Source: an optimization exercise on an open RTL-to-GDS flow (aim: small area and a short achievable clock period). Production flows keep margins and buffers that such runs may drop. Only simulation tests tie the RTL to the original design; equivalence was not proved. Power figures rest on the tool's default switching activity, not on a simulated workload.

==> run K <==
==> flow/design.v <==
package mjdc_pkg;
    localparam bit CUT0 = 1'b0;
    localparam bit CUT1 = 1'b1;
    localparam bit CUT2 = 1'b1;
    localparam bit CUT3 = 1'b1;
    localparam int unsigned DATE_LAT = int'(CUT0) + int'(CUT1) + int'(CUT2) + int'(CUT3);
    localparam int unsigned BCD_AT = 1;
    localparam logic [15:0] MJD_FIRST   = 16'd15079;    
    localparam logic [15:0] MJD_DEFAULT = 16'd53371;    
endpackage
import mjdc_pkg::*;
module mjdc_date (
    input  logic        i_clk,
    input  logic        i_rst_n,
    input  logic        i_valid,
    input  logic [15:0] i_mjd,
    output logic        o_valid,
    output logic [10:0] o_year,
    output logic [3:0]  o_month,
    output logic [4:0]  o_day,
    output logic [2:0]  o_weekday
);
    function automatic logic [12:0] add12(input logic [11:0] a, input logic [11:0] b, input logic ci);
        logic c;
        c = ci;
        for (int i = 0; i < 12; i++) begin
            add12[i] = a[i] ^ b[i] ^ c;
            c        = (a[i] & b[i]) | (c & (a[i] ^ b[i]));
        end
        add12[12] = c;
    endfunction
    function automatic logic ge16(input logic [15:0] x, input logic [15:0] k);
        logic g;
        g = 1'b1;
        for (int i = 0; i < 16; i++) g = k[i] ? (x[i] & g) : (x[i] | g);
        ge16 = g;
    endfunction
    function automatic logic ge12(input logic [11:0] x, input logic [11:0] k);
        ge12 = ge16({4'b0, x}, {4'b0, k});
    endfunction
    function automatic logic ge9(input logic [8:0] x, input logic [8:0] k);
        ge9 = ge16({7'b0, x}, {7'b0, k});
    endfunction
    function automatic logic [5:0] csa7(input logic [2:0] a, input logic [2:0] b, input logic [2:0] c);
        logic [2:0] s, cy;
        s  = a ^ b ^ c;
        cy = (a & b) | (c & (a ^ b));
        csa7 = {cy[1:0], cy[2], s};
    endfunction
    logic        early;
    logic [5:0]  qp;       
    logic [10:0] rh;       
    logic [12:0] r1;
    logic [11:0] a_r1;     
    logic [5:0]  a_qp;
    always_comb begin
        early = !ge16(i_mjd, MJD_FIRST);
        case (i_mjd[15:11])
            5'd0: begin qp = 6'd0; rh = 11'd0; end
            5'd1: begin qp = 6'd0; rh = 11'd0; end
            5'd2: begin qp = 6'd0; rh = 11'd0; end
            5'd3: begin qp = 6'd0; rh = 11'd0; end
            5'd4: begin qp = 6'd0; rh = 11'd0; end
            5'd5: begin qp = 6'd0; rh = 11'd0; end
            5'd6: begin qp = 6'd0; rh = 11'd0; end
            5'd7: begin qp = 6'd0; rh = 11'd718; end
            5'd8: begin qp = 6'd1; rh = 11'd1305; end
            5'd9: begin qp = 6'd3; rh = 11'd431; end
            5'd10: begin qp = 6'd4; rh = 11'd1018; end
            5'd11: begin qp = 6'd6; rh = 11'd144; end
            5'd12: begin qp = 6'd7; rh = 11'd731; end
            5'd13: begin qp = 6'd8; rh = 11'd1318; end
            5'd14: begin qp = 6'd10; rh = 11'd444; end
            5'd15: begin qp = 6'd11; rh = 11'd1031; end
            5'd16: begin qp = 6'd13; rh = 11'd157; end
            5'd17: begin qp = 6'd14; rh = 11'd744; end
            5'd18: begin qp = 6'd15; rh = 11'd1331; end
            5'd19: begin qp = 6'd17; rh = 11'd457; end
            5'd20: begin qp = 6'd18; rh = 11'd1044; end
            5'd21: begin qp = 6'd20; rh = 11'd170; end
            5'd22: begin qp = 6'd21; rh = 11'd757; end
            5'd23: begin qp = 6'd22; rh = 11'd1344; end
            5'd24: begin qp = 6'd24; rh = 11'd470; end
            5'd25: begin qp = 6'd25; rh = 11'd1057; end
            5'd26: begin qp = 6'd27; rh = 11'd183; end
            5'd27: begin qp = 6'd28; rh = 11'd770; end
            5'd28: begin qp = 6'd29; rh = 11'd1357; end
            5'd29: begin qp = 6'd31; rh = 11'd483; end
            5'd30: begin qp = 6'd32; rh = 11'd1070; end
            5'd31: begin qp = 6'd34; rh = 11'd196; end
            default: begin qp = 6'd0; rh = 11'd0; end
        endcase
        r1 = {2'b0, rh} + {2'b0, i_mjd[10:0]};
        a_r1 = early ? 12'd306 : r1[11:0];
        a_qp = early ? 6'd27   : qp;
    end
    logic        b_valid;
    logic [11:0] b_r1;
    logic [5:0]  b_qp;
    generate if (CUT1) begin : g_cut1
        always_ff @(posedge i_clk) begin
            if (!i_rst_n) b_valid <= 1'b0;
            else          b_valid <= i_valid;
            b_r1 <= a_r1;
            b_qp <= a_qp;
        end
    end else begin : g_nocut1
        assign b_valid = i_valid;
        assign b_r1    = a_r1;
        assign b_qp    = a_qp;
    end endgenerate
    logic [3:0]  yc;       
    logic [8:0]  ystart;   
    logic [12:0] doy_s;
    logic [12:0] y0_s;
    logic [8:0]  b_doy;    
    logic [7:0]  b_y0;     
    logic [5:0]  w1, w2, w3, w4;
    logic [3:0]  wsum;
    logic [2:0]  wres;
    logic [2:0]  b_wd;
    always_comb begin
        if      (ge12(b_r1, 12'd3287)) begin yc = 4'd9; ystart = 9'd215; end
        else if (ge12(b_r1, 12'd2922)) begin yc = 4'd8; ystart = 9'd362; end
        else if (ge12(b_r1, 12'd2556)) begin yc = 4'd7; ystart = 9'd508; end
        else if (ge12(b_r1, 12'd2191)) begin yc = 4'd6; ystart = 9'd143; end
        else if (ge12(b_r1, 12'd1826)) begin yc = 4'd5; ystart = 9'd290; end
        else if (ge12(b_r1, 12'd1461)) begin yc = 4'd4; ystart = 9'd437; end
        else if (ge12(b_r1, 12'd1095)) begin yc = 4'd3; ystart = 9'd71; end
        else if (ge12(b_r1, 12'd730)) begin yc = 4'd2; ystart = 9'd218; end
        else if (ge12(b_r1, 12'd365)) begin yc = 4'd1; ystart = 9'd365; end
        else                             begin yc = 4'd0; ystart = 9'd0; end
        doy_s = {4'b0, b_r1[8:0]} - {4'b0, ystart};
        b_doy = doy_s[8:0];
        y0_s  = add12({4'b0, b_qp, 2'b00}, {8'b0, yc}, 1'b0);
        b_y0  = y0_s[7:0];
        w1   = csa7(b_r1[2:0], b_r1[5:3], b_r1[8:6]);
        w2   = csa7(b_r1[11:9], ~{b_qp[1:0], b_qp[2]}, ~{b_qp[4:3], b_qp[5]});
        w3   = csa7(w1[2:0], w1[5:3], w2[2:0]);
        w4   = csa7(w3[2:0], w3[5:3], w2[5:3]);
        wsum = {1'b0, w4[2:0]} + {1'b0, w4[5:3]};
        wres = wsum[2:0] + {2'b0, wsum[3]};
        case (wres)
            3'd0:    b_wd = 3'd6;
            3'd1:    b_wd = 3'd7;
            3'd2:    b_wd = 3'd1;
            3'd3:    b_wd = 3'd2;
            3'd4:    b_wd = 3'd3;
            3'd5:    b_wd = 3'd4;
            3'd6:    b_wd = 3'd5;
            default: b_wd = 3'd6;
        endcase
    end
    logic        c_valid;
    logic [8:0]  c_doy;
    logic [7:0]  c_y0;
    logic [2:0]  c_wd;
    generate if (CUT2) begin : g_cut2
        always_ff @(posedge i_clk) begin
            if (!i_rst_n) c_valid <= 1'b0;
            else          c_valid <= b_valid;
            c_doy <= b_doy;
            c_y0  <= b_y0;
            c_wd  <= b_wd;
        end
    end else begin : g_nocut2
        assign c_valid = b_valid;
        assign c_doy   = b_doy;
        assign c_y0    = b_y0;
        assign c_wd    = b_wd;
    end endgenerate
    logic [3:0]  month;
    logic [4:0]  dadd;     
    logic        k;        
    logic [12:0] year_s;
    logic [12:0] day_s;
    logic [10:0] c_year;
    logic [4:0]  c_day;
    always_comb begin
        if      (ge9(c_doy, 9'd337)) begin month = 4'd2; dadd = 5'd16; end
        else if (ge9(c_doy, 9'd306)) begin month = 4'd1; dadd = 5'd15; end
        else if (ge9(c_doy, 9'd275)) begin month = 4'd12; dadd = 5'd14; end
        else if (ge9(c_doy, 9'd245)) begin month = 4'd11; dadd = 5'd12; end
        else if (ge9(c_doy, 9'd214)) begin month = 4'd10; dadd = 5'd11; end
        else if (ge9(c_doy, 9'd184)) begin month = 4'd9; dadd = 5'd9; end
        else if (ge9(c_doy, 9'd153)) begin month = 4'd8; dadd = 5'd8; end
        else if (ge9(c_doy, 9'd122)) begin month = 4'd7; dadd = 5'd7; end
        else if (ge9(c_doy, 9'd92)) begin month = 4'd6; dadd = 5'd5; end
        else if (ge9(c_doy, 9'd61)) begin month = 4'd5; dadd = 5'd4; end
        else if (ge9(c_doy, 9'd31)) begin month = 4'd4; dadd = 5'd2; end
        else                           begin month = 4'd3; dadd = 5'd1; end
        k      = ge9(c_doy, 9'd306);
        year_s = add12({4'b0, c_y0}, 12'd1896, k);
        c_year = year_s[10:0];
        day_s  = add12({7'b0, c_doy[4:0]}, {7'b0, dadd}, 1'b0);
        c_day  = day_s[4:0];
    end
    generate if (CUT3) begin : g_cut3
        always_ff @(posedge i_clk) begin
            if (!i_rst_n) o_valid <= 1'b0;
            else          o_valid <= c_valid;
            o_year    <= c_year;
            o_month   <= month;
            o_day     <= c_day;
            o_weekday <= c_wd;
        end
    end else begin : g_nocut3
        assign o_valid   = c_valid;
        assign o_year    = c_year;
        assign o_month   = month;
        assign o_day     = c_day;
        assign o_weekday = c_wd;
    end endgenerate
endmodule
import mjdc_pkg::*;
module mjd_bcd_to_calendar_time (
    input  logic        i_clk,
    input  logic        i_rst_n,
    input  logic        start,
    output logic        busy,
    input  logic [15:0] i_mjd,
    input  logic [7:0]  i_hour_bcd,
    input  logic [7:0]  i_minute_bcd,
    input  logic [7:0]  i_second_bcd,
    output logic        o_valid,
    output logic [10:0] o_year,
    output logic [3:0]  o_month_num,
    output logic [4:0]  o_day_of_month,
    output logic [2:0]  o_weekday,
    output logic [7:0]  o_hour_bin,
    output logic [7:0]  o_minute_bin,
    output logic [7:0]  o_second_bin
);
    function automatic logic [7:0] bcd_to_bin(input logic [7:0] b);
        logic [3:0] t;
        logic [2:0] v;
        logic [4:0] x;
        logic [6:0] h;
        logic       c;
        t = b[7:4];
        v = b[3:1];
        c = 1'b0;
        for (int i = 0; i < 3; i++) begin
            x[i] = t[i] ^ v[i] ^ c;
            c    = (t[i] & v[i]) | (c & (t[i] ^ v[i]));
        end
        x[3] = t[3] ^ c;
        x[4] = t[3] & c;
        h[1:0] = x[1:0];
        c = 1'b0;
        for (int i = 2; i < 5; i++) begin
            h[i] = x[i] ^ t[i-2] ^ c;
            c    = (x[i] & t[i-2]) | (c & (x[i] ^ t[i-2]));
        end
        h[5] = t[3] ^ c;
        h[6] = t[3] & c;
        bcd_to_bin = {h, b[0]};
    endfunction
    assign busy = !i_rst_n;
    logic        s_valid;
    logic [15:0] s_mjd;
    logic [23:0] s_hms;
    generate if (CUT0) begin : g_cut0
        always_ff @(posedge i_clk) begin
            if (!i_rst_n) s_valid <= 1'b0;
            else          s_valid <= start;
            s_mjd <= i_mjd;
            s_hms <= {i_hour_bcd, i_minute_bcd, i_second_bcd};
        end
    end else begin : g_nocut0
        assign s_valid = start;
        assign s_mjd   = i_mjd;
        assign s_hms   = {i_hour_bcd, i_minute_bcd, i_second_bcd};
    end endgenerate
    mjdc_date u_date (
        .i_clk     (i_clk),
        .i_rst_n   (i_rst_n),
        .i_valid   (s_valid),
        .i_mjd     (s_mjd),
        .o_valid   (o_valid),
        .o_year    (o_year),
        .o_month   (o_month_num),
        .o_day     (o_day_of_month),
        .o_weekday (o_weekday)
    );
    localparam int unsigned HMS_LAT = DATE_LAT - int'(CUT0);
    logic [23:0] hms_d [0:HMS_LAT];     
    function automatic logic [23:0] hms_to_bin(input logic [23:0] h);
        hms_to_bin = {bcd_to_bin(h[23:16]), bcd_to_bin(h[15:8]), bcd_to_bin(h[7:0])};
    endfunction
    assign hms_d[0] = (BCD_AT == 0) ? hms_to_bin(s_hms) : s_hms;
    for (genvar i = 0; i < HMS_LAT; i++) begin : g_hms
        logic [23:0] r_hms;
        always_ff @(posedge i_clk) r_hms <= hms_d[i];
        assign hms_d[i+1] = (BCD_AT == i + 1) ? hms_to_bin(r_hms) : r_hms;
    end
    assign o_hour_bin   = hms_d[HMS_LAT][23:16];
    assign o_minute_bin = hms_d[HMS_LAT][15:8];
    assign o_second_bin = hms_d[HMS_LAT][7:0];
endmodule
==> flow/flow/run.sh <==
#!/bin/bash
# layout flow: the standard flow, with the port buffers as plain buf_1 cells
# instead of the cell buffer_ports picks by default; each tool's output goes to
# the standard flow's own logs, and the make output to standard_run.log
export BUFFER_PORTS_ARGS="-buffer_cell sky130_fd_sc_hd__buf_1"
bash standard.sh > standard_run.log 2>&1
==> flow/standard.sh <==
#!/bin/bash
# synth_recipe.tcl (not shown) runs the flow's synth.tcl, then flattens the netlist and writes it again
# the make line also repeats each setting of config.mk as NAME=value (left out here)
make -C /OpenROAD-flow-scripts/flow DESIGN_CONFIG=/design/flow/config.mk WORK_HOME=/design/flow/orfs CLKGATE_MAP_FILE= SYNTH_SCRIPT=/design/flow/synth_recipe.tcl "${@:-finish}"
==> flow/config.mk <==
export PLATFORM = sky130hd
export DESIGN_NAME = mjd_bcd_to_calendar_time
export DESIGN_NICKNAME = mjd_bcd_to_calendar_time
export VERILOG_FILES = /design/flow/design.v
export SDC_FILE = /design/flow/constraint.sdc
export NUM_CORES = 4
export LEC_CHECK = 0
export ABC_CLOCK_PERIOD_IN_PS = 3500
export CAP_MARGIN = 20
export CORE_MARGIN = 2
export CORE_UTILIZATION = 60
export CTS_BUF_LIST = sky130_fd_sc_hd__clkbuf_8
export CTS_CLUSTER_DIAMETER = 60
export CTS_CLUSTER_SIZE = 20
export SETUP_SLACK_MARGIN = 3.9
export SLEW_MARGIN = 20
==> flow/constraint.sdc <==
create_clock -name core_clock -period 7.5 [get_ports {i_clk}]
set_input_delay 1.5000 -clock core_clock [delete_from_list [all_inputs] [get_ports {i_clk}]]
set_output_delay 1.5000 -clock core_clock [all_outputs]
set_load 0.01 [all_outputs]
==> inputs of run Y, as changes to run K <==
--- a/flow/design.v
+++ b/flow/design.v
@@ -51,5 +51,5 @@
     logic [5:0]  qp;       
     logic [10:0] rh;       
-    logic [12:0] r1;
+    logic [11:0] r1;
     logic [11:0] a_r1;     
     logic [5:0]  a_qp;
@@ -91,7 +91,7 @@
             default: begin qp = 6'd0; rh = 11'd0; end
         endcase
-        r1 = {2'b0, rh} + {2'b0, i_mjd[10:0]};
-        a_r1 = early ? 12'd306 : r1[11:0];
-        a_qp = early ? 6'd27   : qp;
+        r1 = 12'(rh) + 12'(i_mjd[10:0]);
+        a_r1 = early ? 12'd306 : r1;
+        a_qp = early ? 6'd27 : qp;
     end
     logic        b_valid;
@@ -121,17 +121,17 @@
     logic [2:0]  b_wd;
     always_comb begin
-        if      (ge12(b_r1, 12'd3287)) begin yc = 4'd9; ystart = 9'd215; end
-        else if (ge12(b_r1, 12'd2922)) begin yc = 4'd8; ystart = 9'd362; end
-        else if (ge12(b_r1, 12'd2556)) begin yc = 4'd7; ystart = 9'd508; end
-        else if (ge12(b_r1, 12'd2191)) begin yc = 4'd6; ystart = 9'd143; end
-        else if (ge12(b_r1, 12'd1826)) begin yc = 4'd5; ystart = 9'd290; end
-        else if (ge12(b_r1, 12'd1461)) begin yc = 4'd4; ystart = 9'd437; end
-        else if (ge12(b_r1, 12'd1095)) begin yc = 4'd3; ystart = 9'd71; end
-        else if (ge12(b_r1, 12'd730)) begin yc = 4'd2; ystart = 9'd218; end
-        else if (ge12(b_r1, 12'd365)) begin yc = 4'd1; ystart = 9'd365; end
-        else                             begin yc = 4'd0; ystart = 9'd0; end
+        if      (ge16({4'b0, b_r1}, 16'd3287)) begin yc = 4'd9; ystart = 9'd215; end
+        else if (ge16({4'b0, b_r1}, 16'd2922)) begin yc = 4'd8; ystart = 9'd362; end
+        else if (ge16({4'b0, b_r1}, 16'd2556)) begin yc = 4'd7; ystart = 9'd508; end
+        else if (ge16({4'b0, b_r1}, 16'd2191)) begin yc = 4'd6; ystart = 9'd143; end
+        else if (ge16({4'b0, b_r1}, 16'd1826)) begin yc = 4'd5; ystart = 9'd290; end
+        else if (ge16({4'b0, b_r1}, 16'd1461)) begin yc = 4'd4; ystart = 9'd437; end
+        else if (ge16({4'b0, b_r1}, 16'd1095)) begin yc = 4'd3; ystart = 9'd71; end
+        else if (ge16({4'b0, b_r1}, 16'd730)) begin yc = 4'd2; ystart = 9'd218; end
+        else if (ge16({4'b0, b_r1}, 16'd365)) begin yc = 4'd1; ystart = 9'd365; end
+        else begin yc = 4'd0; ystart = 9'd0; end
         doy_s = {4'b0, b_r1[8:0]} - {4'b0, ystart};
         b_doy = doy_s[8:0];
-        y0_s  = add12({4'b0, b_qp, 2'b00}, {8'b0, yc}, 1'b0);
+        y0_s  = add12({4'b0, b_qp, 2'b00}, 12'(yc), 1'b0);
         b_y0  = y0_s[7:0];
         w1   = csa7(b_r1[2:0], b_r1[5:3], b_r1[8:6]);
==> flow/flow/run.sh (replaced) <==
#!/bin/bash
# layout flow: the standard synthesis, then its combinational logic re-mapped by
# abc as plain gates (flow/remap.tcl; every register kept with its name and cell;
# the logic before the first registers mapped for delay),
# then the rest of the standard flow, with the port buffers as plain buf_1 cells
# instead of the cell buffer_ports picks by default, and a clock tree over larger
# sink clusters without dummy balancing loads.
# each tool's output goes to a log of its own in this folder
set -euo pipefail
export BUFFER_PORTS_ARGS="-buffer_cell sky130_fd_sc_hd__buf_1"
export CTS_ARGS="-sink_clustering_enable -repair_clock_nets -dont_use_dummy_load -buf_list sky130_fd_sc_hd__clkbuf_8 -sink_clustering_size 30 -sink_clustering_max_diameter 100"
bash standard.sh synth > synth_run.log 2>&1
R=orfs/results/$FLOW_PLATFORM/mjd_bcd_to_calendar_time/base
cp $R/1_2_yosys.v standard_synth.v
REMAP_LIB=$FLOW_HOME/platforms/sky130hd/lib/sky130_fd_sc_hd__tt_025C_1v80.lib \
REMAP_IN=standard_synth.v REMAP_TOP=$FLOW_TOP REMAP_PS=3500 REMAP_OUT=$R/1_2_yosys.v \
    yosys -c flow/remap.tcl > remap.log 2>&1
rm -f $R/1_synth.odb $R/1_synth.sdc
bash standard.sh > standard_run.log 2>&1
==> flow/flow/remap.tcl (new file) <==
# re-map the combinational logic of the standard synthesis netlist with abc as
# plain gates (the standard netlist keeps yosys's full/half-adder cells and
# kogge-stone adders), keeping every register instance, its name and its cell.
# the logic from the inputs to the first pipeline registers (it also carries the
# input delay) is mapped first, for delay; the rest for area, except the
# time-of-day bcd conversion, whose full and half adder cells are kept.
set lib $::env(REMAP_LIB)
set abcargs [list -liberty $lib -dont_use *lpflow* -dont_use *probe* -dont_use *fill*]
yosys read_liberty -ignore_miss_func $lib
yosys read_verilog $::env(REMAP_IN)
yosys hierarchy -top $::env(REMAP_TOP)
yosys blackbox sky130_fd_sc_hd__dfxtp_1 sky130_fd_sc_hd__dfxtp_2 sky130_fd_sc_hd__dfxtp_4
yosys cd $::env(REMAP_TOP)
yosys select -set bcd {c:g_hms[1].*} {%ci*:-sky130_fd_sc_hd__dfxtp_1[Q]}
yosys select -set keepfa t:sky130_fd_sc_hd__fa_* t:sky130_fd_sc_hd__ha_* %u @bcd %i
yosys setattr -set keep_hierarchy 1 @keepfa
yosys select -clear
yosys cd
yosys flatten
yosys opt -purge
yosys cd $::env(REMAP_TOP)
yosys select -set first {c:u_date.b_r1*} {c:u_date.b_qp*} %u {%ci*:-sky130_fd_sc_hd__dfxtp_1[Q]}
yosys abc {*}$abcargs -D 1200 -script {+strash;dc2;dch,-f;map,-D,1200;topo} @first
yosys select -clear
yosys cd
yosys abc {*}$abcargs -D 3500
yosys splitnets
yosys opt_clean -purge
yosys hilomap -singleton -hicell sky130_fd_sc_hd__conb_1 HI -locell sky130_fd_sc_hd__conb_1 LO
# left out here: clean up, clear keep_hierarchy
yosys stat -liberty $lib
yosys select -module $::env(REMAP_TOP)
yosys write_verilog -noattr -nohex -nodec -selected $::env(REMAP_OUT)
CORE_UTILIZATION = 75   (was 60)
CTS_BUF_LIST = default   (was sky130_fd_sc_hd__clkbuf_8)
CTS_CLUSTER_DIAMETER = default   (was 60)
CTS_CLUSTER_SIZE = default   (was 20)
==> inputs of run P, as changes to run K <==
==> flow/flow/run.sh (replaced) <==
#!/bin/bash
# layout flow: the standard flow, with the port buffers as plain buf_1 cells
# instead of the cell buffer_ports picks by default, and a clock tree of
# clkbuf_8 cells over larger sink clusters, without dummy balancing loads;
# each tool's output goes to the standard flow's own logs, make's to standard_run.log
export BUFFER_PORTS_ARGS="-buffer_cell sky130_fd_sc_hd__buf_1"
export CTS_ARGS="-sink_clustering_enable -repair_clock_nets -dont_use_dummy_load -buf_list sky130_fd_sc_hd__clkbuf_8 -sink_clustering_size 30 -sink_clustering_max_diameter 100"
bash standard.sh > standard_run.log 2>&1
CTS_BUF_LIST = default   (was sky130_fd_sc_hd__clkbuf_8)
CTS_CLUSTER_DIAMETER = default   (was 60)
CTS_CLUSTER_SIZE = default   (was 20)
==> comparison table <==
                                                                                run P                       run K                      run Y
Global-route wire length before repair                                       19400 um                    19500 um                   27300 um
Most instantiated flip-flop cell in the synthesis netlist    sky130_fd_sc_hd__dfxtp_1    sky130_fd_sc_hd__dfxtp_1                          -
Run status                                                             finished clean              finished clean             finished clean
Worst hold margin                                                            0.318 ns                    0.327 ns                   0.311 ns
DP Cell Count                                                                     822                         822                        837
Met2 track demand over resource                                                 36.9%                       36.5%                      75.0%
Count of buffer and inverter cells on the critical path                             2                           2                          0
Number of non-filler instances in the completed layout                            860                         875                        858
Core outline area                                                           10200 um2                   10200 um2                   7650 um2
Synthesized netlist net count                                                     745                         745                        711
Worst setup path startpoint                                                 i_mjd[13]                   i_mjd[13]  u_date.b_r1[1]$_SDFF_PP1_
Post-synthesis simple-gate area fraction                                        11.5%                       11.5%                          -
R2R Setup Slk                                                                 3.98 ns                     4.00 ns                    3.78 ns
Signal buffers                                                                    113                         113                         95
Minimum clock period after layout                                             3.74 ns                     3.73 ns                    3.72 ns
Estimated wirelength of the detail-placed design                              8490 um                     8490 um                   11300 um
Post-layout utilization of the core                                             71.1%                       72.6%                      87.8%
Crit Reg-Reg Startpoint                                    u_date.b_r1[10]$_SDFF_PP0_  u_date.b_r1[10]$_SDFF_PP0_  u_date.b_r1[1]$_SDFF_PP1_
Relative contribution of the clock network to total power                       11.7%                       14.9%                      13.9%
Worst setup path endpoint                                  u_date.b_r1[10]$_SDFF_PP0_  u_date.b_r1[10]$_SDFF_PP0_    u_date.c_doy[7]$_DFF_P_

## separate check: timing with driven ports
In the flow no input, the clock included, has a driving cell. The finished layouts below were timed again as built, in two steps.
Step 1 assumes that a clkbuf_16 drives the clock port and a buf_2 every other input.
Step 2 also shifts input and output timing later by t, the mid clock arrival at the registers, as if the neighbouring blocks saw the same clock.
a / b / c = no drivers / after step 1 / after step 2; a / b = the first two.
| run | t, ns | slack for setup (ns) | worst register clock-pin slew, ns | worst data-port slew with drivers (ns) | cell pins on the clock port's net |
|---|---|---|---|---|---|
| run K | 0.459 | 3.772 / 3.723 / 3.264 | 0.08 / 0.08 | 0.10 | 1 |
| run Y | 0.458 | 3.777 / 3.777 / 3.513 | 0.09 / 0.09 | 0.04 | 1 |
| run P | 0.453 | 3.756 / 3.712 / 3.259 | 0.08 / 0.08 | 0.10 | 1 |
After both steps every run listed still meets setup and hold. For run K, which loses most, drivers alone change the setup slack by -0.049 ns; drivers and shift together by -0.508 ns.
